From an optimization exercise on the open Yosys and OpenROAD flow, aimed at small area, a short achievable clock period and few clock cycles; shortcuts taken in it are not production practice.
Where RTL was checked, it was by simulation tests only, not by an equivalence proof against the original.
Power figures rest on the tool's default switching activity, not on a simulated workload.

Design jpeg_huffman_decoder_core, start of the top module:
module jpeg_huffman_decoder_core (
  input  logic          clk,
  input  logic          rst_n,
  input  logic          in_valid,
  output logic          in_stall,
  input  logic [10:0]   in_data,
  output logic          out_valid,
  input  logic          out_stall,
  output logic [24:0]   out_data
);
  logic       h_valid;
  logic [10:0] h_cmd;
  logic       h_pop;
  jhd_front u_front (
    .clk      (clk),
    .rst_n    (rst_n),
    .in_valid (in_valid),
    .in_stall (in_stall),
    .in_data  (in_data),
    .h_valid  (h_valid),
    .h_cmd    (h_cmd),
    .h_pop    (h_pop)
  );
  jhd_back u_back (
    .clk       (clk),
    .rst_n     (rst_n),
    .h_valid   (h_valid),
    .h_cmd     (h_cmd),
    .h_pop     (h_pop),
    .out_valid (out_valid),
    .out_stall (out_stall),
    .out_data  (out_data)
  );
endmodule
clock: 7.0 ns
lec_check: 0
cap_margin: 30
core_margin: 2
core_utilization: 45
cts_cluster_diameter: 70
cts_cluster_size: 24
place_density: 0.6
setup_slack_margin: 4.1
slew_margin: 40
run.sh (not shown) runs the stock make flow with config.mk's settings and CLKGATE_MAP_FILE= SYNTH_SCRIPT=/design/flow/synth_recipe.tcl, a recipe that flattens the netlist after the stock synthesis.
Testbench counts at the start, summed over its fixed seeds: cycles 47,721.
Next try:
--- a/flow/design.v
+++ b/flow/design.v
@@ -78,16 +78,39 @@
     g = a & ~b;
     l = ~a & b;
     for (int i = 0; i < 3; i++) begin
       gg[i] = g[3*i+2] | (~l[3*i+2] & g[3*i+1]) | (~l[3*i+2] & ~l[3*i+1] & g[3*i]);
       ge[i] = ~(g[3*i+2] | l[3*i+2]) & ~(g[3*i+1] | l[3*i+1]) & ~(g[3*i] | l[3*i]);
     end
     gt9 = gg[2] | (ge[2] & gg[1]) | (ge[2] & ge[1] & gg[0]);
   endfunction
+  function automatic logic [9:0] sub9(input logic [8:0] a, input logic [8:0] b);
+    logic [9:0] g, p, gn, pn;
+    g[0] = 1'b1;
+    p[0] = 1'b0;
+    for (int i = 0; i < 9; i++) begin
+      g[i+1] = a[i] & ~b[i];
+      p[i+1] = ~(a[i] ^ b[i]);
+    end
+    for (int lv = 0; lv < 4; lv++) begin
+      gn = g;
+      pn = p;
+      for (int k = 0; k < 10; k++) begin
+        if (k >= (1 << lv)) begin
+          gn[k] = g[k] | (p[k] & g[k - (1 << lv)]);
+          pn[k] = p[k] & p[k - (1 << lv)];
+        end
+      end
+      g = gn;
+      p = pn;
+    end
+    for (int i = 0; i < 9; i++) sub9[i] = ~(a[i] ^ b[i]) ^ g[i];
+    sub9[9] = g[9];
+  endfunction
   logic        lcnt_r, lsym_r, ready_r;    
   logic [7:0]  idx_r;                      
   logic [9:0]  room_r;                     
   logic [8:0]  tl_r;                       
   logic        tlbig_r;                    
   logic        over_r;
   logic [4:0]  rot_r;                      
   logic [3:0]  crot_r;                     
@@ -152,18 +175,18 @@
   logic        go;
   logic        fire;
   logic        is_cnt, is_sym;
   logic [8:0]  rem;
   logic [8:0]  tl_sub;
   logic        over_now;
   logic        big_now;
   logic        zero_now;
-  logic        hit0, hit1, hit;
-  logic [9:0]  sub0, sub1;
+  logic        hit;
+  logic [9:0]  sub;
   logic [8:0]  xd;
   assign k_bit   = h_cmd[10];
   assign k_byte  = h_cmd[9];
   assign k_clear = h_cmd[8];
   assign d       = h_cmd[7:0];
   assign b       = h_cmd[0];
   assign advance = !(ov_r && out_stall);
   always_comb begin
@@ -176,22 +199,19 @@
   assign fire  = h_valid && advance && go;
   assign h_pop = fire;
   always_comb begin
     rem      = room_r[8:0] - {1'b0, d};
     over_now = over_r || (!room_r[9] && gt9({1'b0, d}, room_r[8:0]));
     tl_sub   = tl_r - {1'b0, d};
     big_now  = tlbig_r || gt9({1'b0, d}, tl_r);
     zero_now = !tlbig_r && (tl_r == 9'(jhd_pkg::MAX_SYMBOLS)) && (d == 8'd0);
-    hit0     = gt9({1'b0, ccur_r}, {x_r[7:0], 1'b0});
-    hit1     = gt9({1'b0, ccur_r}, {x_r[7:0], 1'b1});
-    hit      = !x_r[8] && (b ? hit1 : hit0);
-    sub0     = {1'b0, x_r[7:0], 1'b0} - {2'd0, ccur_r};
-    sub1     = {1'b0, x_r[7:0], 1'b1} - {2'd0, ccur_r};
-    xd       = b ? sub1[8:0] : sub0[8:0];
+    sub      = sub9({x_r[7:0], b}, {1'b0, ccur_r});
+    hit      = !x_r[8] && !sub[9];
+    xd       = sub[8:0];
   end
   logic        res_v;
   logic [2:0]  res_st;
   logic [8:0]  res_val;
   logic        res_sym;
   logic        dec_reset, dec_inc, cnt0;
   always_comb begin
     res_v     = 1'b0;
@@ -359,24 +379,30 @@
       asym_r   <= res_sym;
       as0_r    <= offs_r[7:0] + {x_r[6:0], 1'b0};
       ab_r     <= b;
       bst_r    <= ast_r;
       bval_r   <= aval_r;
       bsym_r   <= asym_r;
       bj_r     <= j_oh;
       bring_r  <= ab_r ? r1_oh : r0_oh;
-      ost_r    <= bst_r;
-      osym_r   <= bsym_r ? sym : 8'd0;
-      olen_r   <= (bst_r == jhd_pkg::ST_SYMBOL || bst_r == jhd_pkg::ST_BAD_CODE) ? bval_r[4:0] : 5'd0;
-      obytes_r <= (bst_r == jhd_pkg::ST_TABLE_DONE || bst_r == jhd_pkg::ST_OVERFLOW) ? bval_r : 9'd0;
     end else begin
       bj_r     <= {bj_r[RL-2:0], bj_r[RL-1]};
     end
   end
+  logic [24:0] o_new, o_r, oh_r;
+  assign o_new = {bst_r,
+                  bsym_r ? sym : 8'd0,
+                  (bst_r == jhd_pkg::ST_SYMBOL || bst_r == jhd_pkg::ST_BAD_CODE) ? bval_r[4:0] : 5'd0,
+                  (bst_r == jhd_pkg::ST_TABLE_DONE || bst_r == jhd_pkg::ST_OVERFLOW) ? bval_r : 9'd0};
+  always_ff @(posedge clk) begin
+    o_r  <= advance ? o_new : oh_r;
+    oh_r <= advance ? o_new : o_r;
+  end
+  assign {ost_r, osym_r, olen_r, obytes_r} = o_r;
   assign out_valid = ov_r;
   assign out_data  = {ost_r, osym_r, olen_r, obytes_r};
 endmodule
 module jpeg_huffman_decoder_core (
   input  logic          clk,
   input  logic          rst_n,
   input  logic          in_valid,
   output logic          in_stall,
Critical path depth came out higher by 7.
Worst setup slack gets worse by 0.030 ns.
Fmax came out lower slightly.
Clock-buffer cell count drops by 5.
Via count is higher by a few percent.
Core utilization rose by 1.7 points.
Non-clock buffer count came out higher by 162.
Synthesized cell count came out lower slightly.
Total power stays flat.
Sequential share of layout area falls by 1.7 points.
For the second run of this note, only the layout was checked, not whether the RTL still works.

---

== JK ==
Another version of the RTL of jpeg_huffman_decoder_core (not shown whole).
For scale: about 5200 cells after synthesis, ~2400 flip-flops, about 42 I/O pins, roughly 0.068 sq mm of cells after synthesis.
Settings: LEC_CHECK=0, CAP_MARGIN=30, CORE_MARGIN=2, CORE_UTILIZATION=62, CTS_CLUSTER_DIAMETER=70, CTS_CLUSTER_SIZE=24, PLACE_DENSITY=0.78, SETUP_SLACK_MARGIN=4.1, SLEW_MARGIN=40; clock period 7.0 ns.
JK completed end to end with timing, DRC and antenna clean.
Testbench counts of JK, summed over its fixed seeds: cycles 47,721.
Changes in MS relative to JK:
-- flow/design.v --
<<< JK, line 98
  logic [7:0]  ccur_r;                     
  logic [7:0]  c0_r;                       
  logic          wc_r;
  logic [NR-1:0] ws_r;
  logic [7:0]    wdata_r;
  logic          av_r, bv_r, ov_r;
  logic [2:0]    ast_r, bst_r, ost_r;
>>> MS, line 98
  logic [7:0]  ccur_r;                     
  logic [7:0]  c0_r;                       
  logic          wc;
  logic [NR-1:0] ws;
  logic [7:0]    d;                        
  logic          av_r, bv_r, ov_r;
  logic [2:0]    ast_r, bst_r, ost_r;
<<< JK, line 123
    logic [RL*8-1:0] rg;
    always_ff @(posedge clk) begin
      rg <= {rg[RL*8-9:0], ws_r[r] ? wdata_r : rg[RL*8-1 -: 8]};
    end
    for (genvar b = 0; b < 8; b++) begin : g_bit
>>> MS, line 123
    logic [RL*8-1:0] rg;
    always_ff @(posedge clk) begin
      rg <= {rg[RL*8-9:0], ws[r] ? d : rg[RL*8-1 -: 8]};
    end
    for (genvar b = 0; b < 8; b++) begin : g_bit
<<< JK, line 134
  end
  always_ff @(posedge clk) begin
    crg <= {crg[16*8-9:0], wc_r ? wdata_r : crg[16*8-1 -: 8]};
  end
  for (genvar b = 0; b < 8; b++) begin : g_cbit
>>> MS, line 134
  end
  always_ff @(posedge clk) begin
    crg <= {crg[16*8-9:0], wc ? d : crg[16*8-1 -: 8]};
  end
  for (genvar b = 0; b < 8; b++) begin : g_cbit
<<< JK, line 144
  end
  logic        k_clear, k_byte, k_bit;
  logic [7:0]  d;
  logic        b;
  logic        advance;
>>> MS, line 144
  end
  logic        k_clear, k_byte, k_bit;
  logic        b;
  logic        advance;
<<< JK, line 173
  assign fire  = h_valid && advance && go;
  assign h_pop = fire;
  always_comb begin
    rem      = room_r[8:0] - {1'b0, d};
>>> MS, line 172
  assign fire  = h_valid && advance && go;
  assign h_pop = fire;
  always_comb begin
    wc = fire && is_cnt;
    ws = '0;
    if (fire && is_sym) ws[idx_r[7:5]] = 1'b1;
  end
  always_comb begin
    rem      = room_r[8:0] - {1'b0, d};
<<< JK, line 255
      offs_r   <= 9'd0;
      len_r    <= 4'd0;
      wc_r     <= 1'b0;
      ws_r     <= '0;
    end else begin
      wc_r <= fire && is_cnt;
      ws_r <= '0;
      if (fire && is_sym) ws_r[idx_r[7:5]] <= 1'b1;
      if (fire && k_clear) begin
        lcnt_r   <= 1'b1;
>>> MS, line 259
      offs_r   <= 9'd0;
      len_r    <= 4'd0;
    end else begin
      if (fire && k_clear) begin
        lcnt_r   <= 1'b1;
<<< JK, line 308
  logic [15:0] nx_rst_oh;
  always_comb begin
    nx_rst = crot_r - 4'd2;
    nx_rst_oh = '0;
    nx_rst_oh[nx_rst] = 1'b1;
  end
  always_ff @(posedge clk) begin
    wdata_r <= d;
    crot_r  <= crot_r + 4'd1;
    rot_r   <= rot_r + 5'd1;
>>> MS, line 307
  logic [15:0] nx_rst_oh;
  always_comb begin
    nx_rst = crot_r - 4'd1;
    nx_rst_oh = '0;
    nx_rst_oh[nx_rst] = 1'b1;
  end
  always_ff @(posedge clk) begin
    crot_r  <= crot_r + 4'd1;
    rot_r   <= rot_r + 5'd1;
<<< JK, line 319
    if (cnt0) begin
      crot_r <= 4'd1;
      nx_r   <= 16'h4000;
      c0_r   <= d;
      ccur_r <= d;
>>> MS, line 317
    if (cnt0) begin
      crot_r <= 4'd1;
      nx_r   <= 16'h8000;
      c0_r   <= d;
      ccur_r <= d;
<<< JK, line 336
  logic [NR-1:0] r0_oh, r1_oh;
  always_comb begin
    q            = rot_r - 5'd1 - as0_r[4:0];
    q_oh         = '0;
    q_oh[q]      = 1'b1;
>>> MS, line 334
  logic [NR-1:0] r0_oh, r1_oh;
  always_comb begin
    q            = rot_r - as0_r[4:0];
    q_oh         = '0;
    q_oh[q]      = 1'b1;
### Flow results
- The flow did not stop early for MS: all stages ran, and the layout cleared the timing, design-rule and antenna checks.
- The routed length per instance in MS sits 0.65 microns above the value recorded for JK.
- MS vs JK — insertion delay to the later sink of the worst-skew pair rose 0.02 ns.
- The endpoint of the worst setup timing path comes out out_data[20] in one run and u_back.tl_r[6] in the other, namely in JK and MS respectively.
- Per the comparison of MS with JK, mean instance size in the synthesized netlist -1.2%, cell area +620 sq um.
- MS -> JK: adder-cell share of the synthesized area flat
- [MS vs JK] part of the power in the clock network: lower in MS
- On width of the chip, MS and JK are neck and neck.
- Lower setup slack among MS and JK: MS
- In MS the combinational group share of total power turned out 0.6 points higher than in JK.
The RTL of MS was laid out without a check of its function.

-- separate check: timing with driven ports --
No port has a modelled driver above. Below, the same layouts with a new extraction and two added sets of constraints.
Step 1 (the two cells are an assumption about what drives the block):
set clk [get_ports {clk}]
set_driving_cell -lib_cell sky130_fd_sc_hd__clkbuf_16 $clk
set_driving_cell -lib_cell sky130_fd_sc_hd__buf_2 [delete_from_list [all_inputs] $clk]
Step 2 times the ports against the registers' clock, not the clock port: input delays grow and output delays shrink by t, the midpoint of the rising clock arrivals with the driver on.
Three values: ideal ports, drivers, drivers and shift; two values: the first two.
| run | shift t [ns] | setup slack, ns | slew at the worst register clock pin (ns) |
|---|---|---|---|
| the first run of note 1 | 0.850 | 3.988 / 3.908 / 3.573 | 0.10 / 0.10 |
| the second run of note 1 | 0.859 | 3.958 / 3.958 / 3.642 | 0.10 / 0.10 |
| JK | 0.804 | 4.056 / 3.980 / 3.379 | 0.10 / 0.10 |
| MS | 0.831 | 4.039 / 4.019 / 3.357 | 0.10 / 0.10 |
After both steps setup and hold are still met in every run listed. The setup slack of MS, which loses most, moves by -0.020 ns with the drivers and by -0.682 ns with both steps.
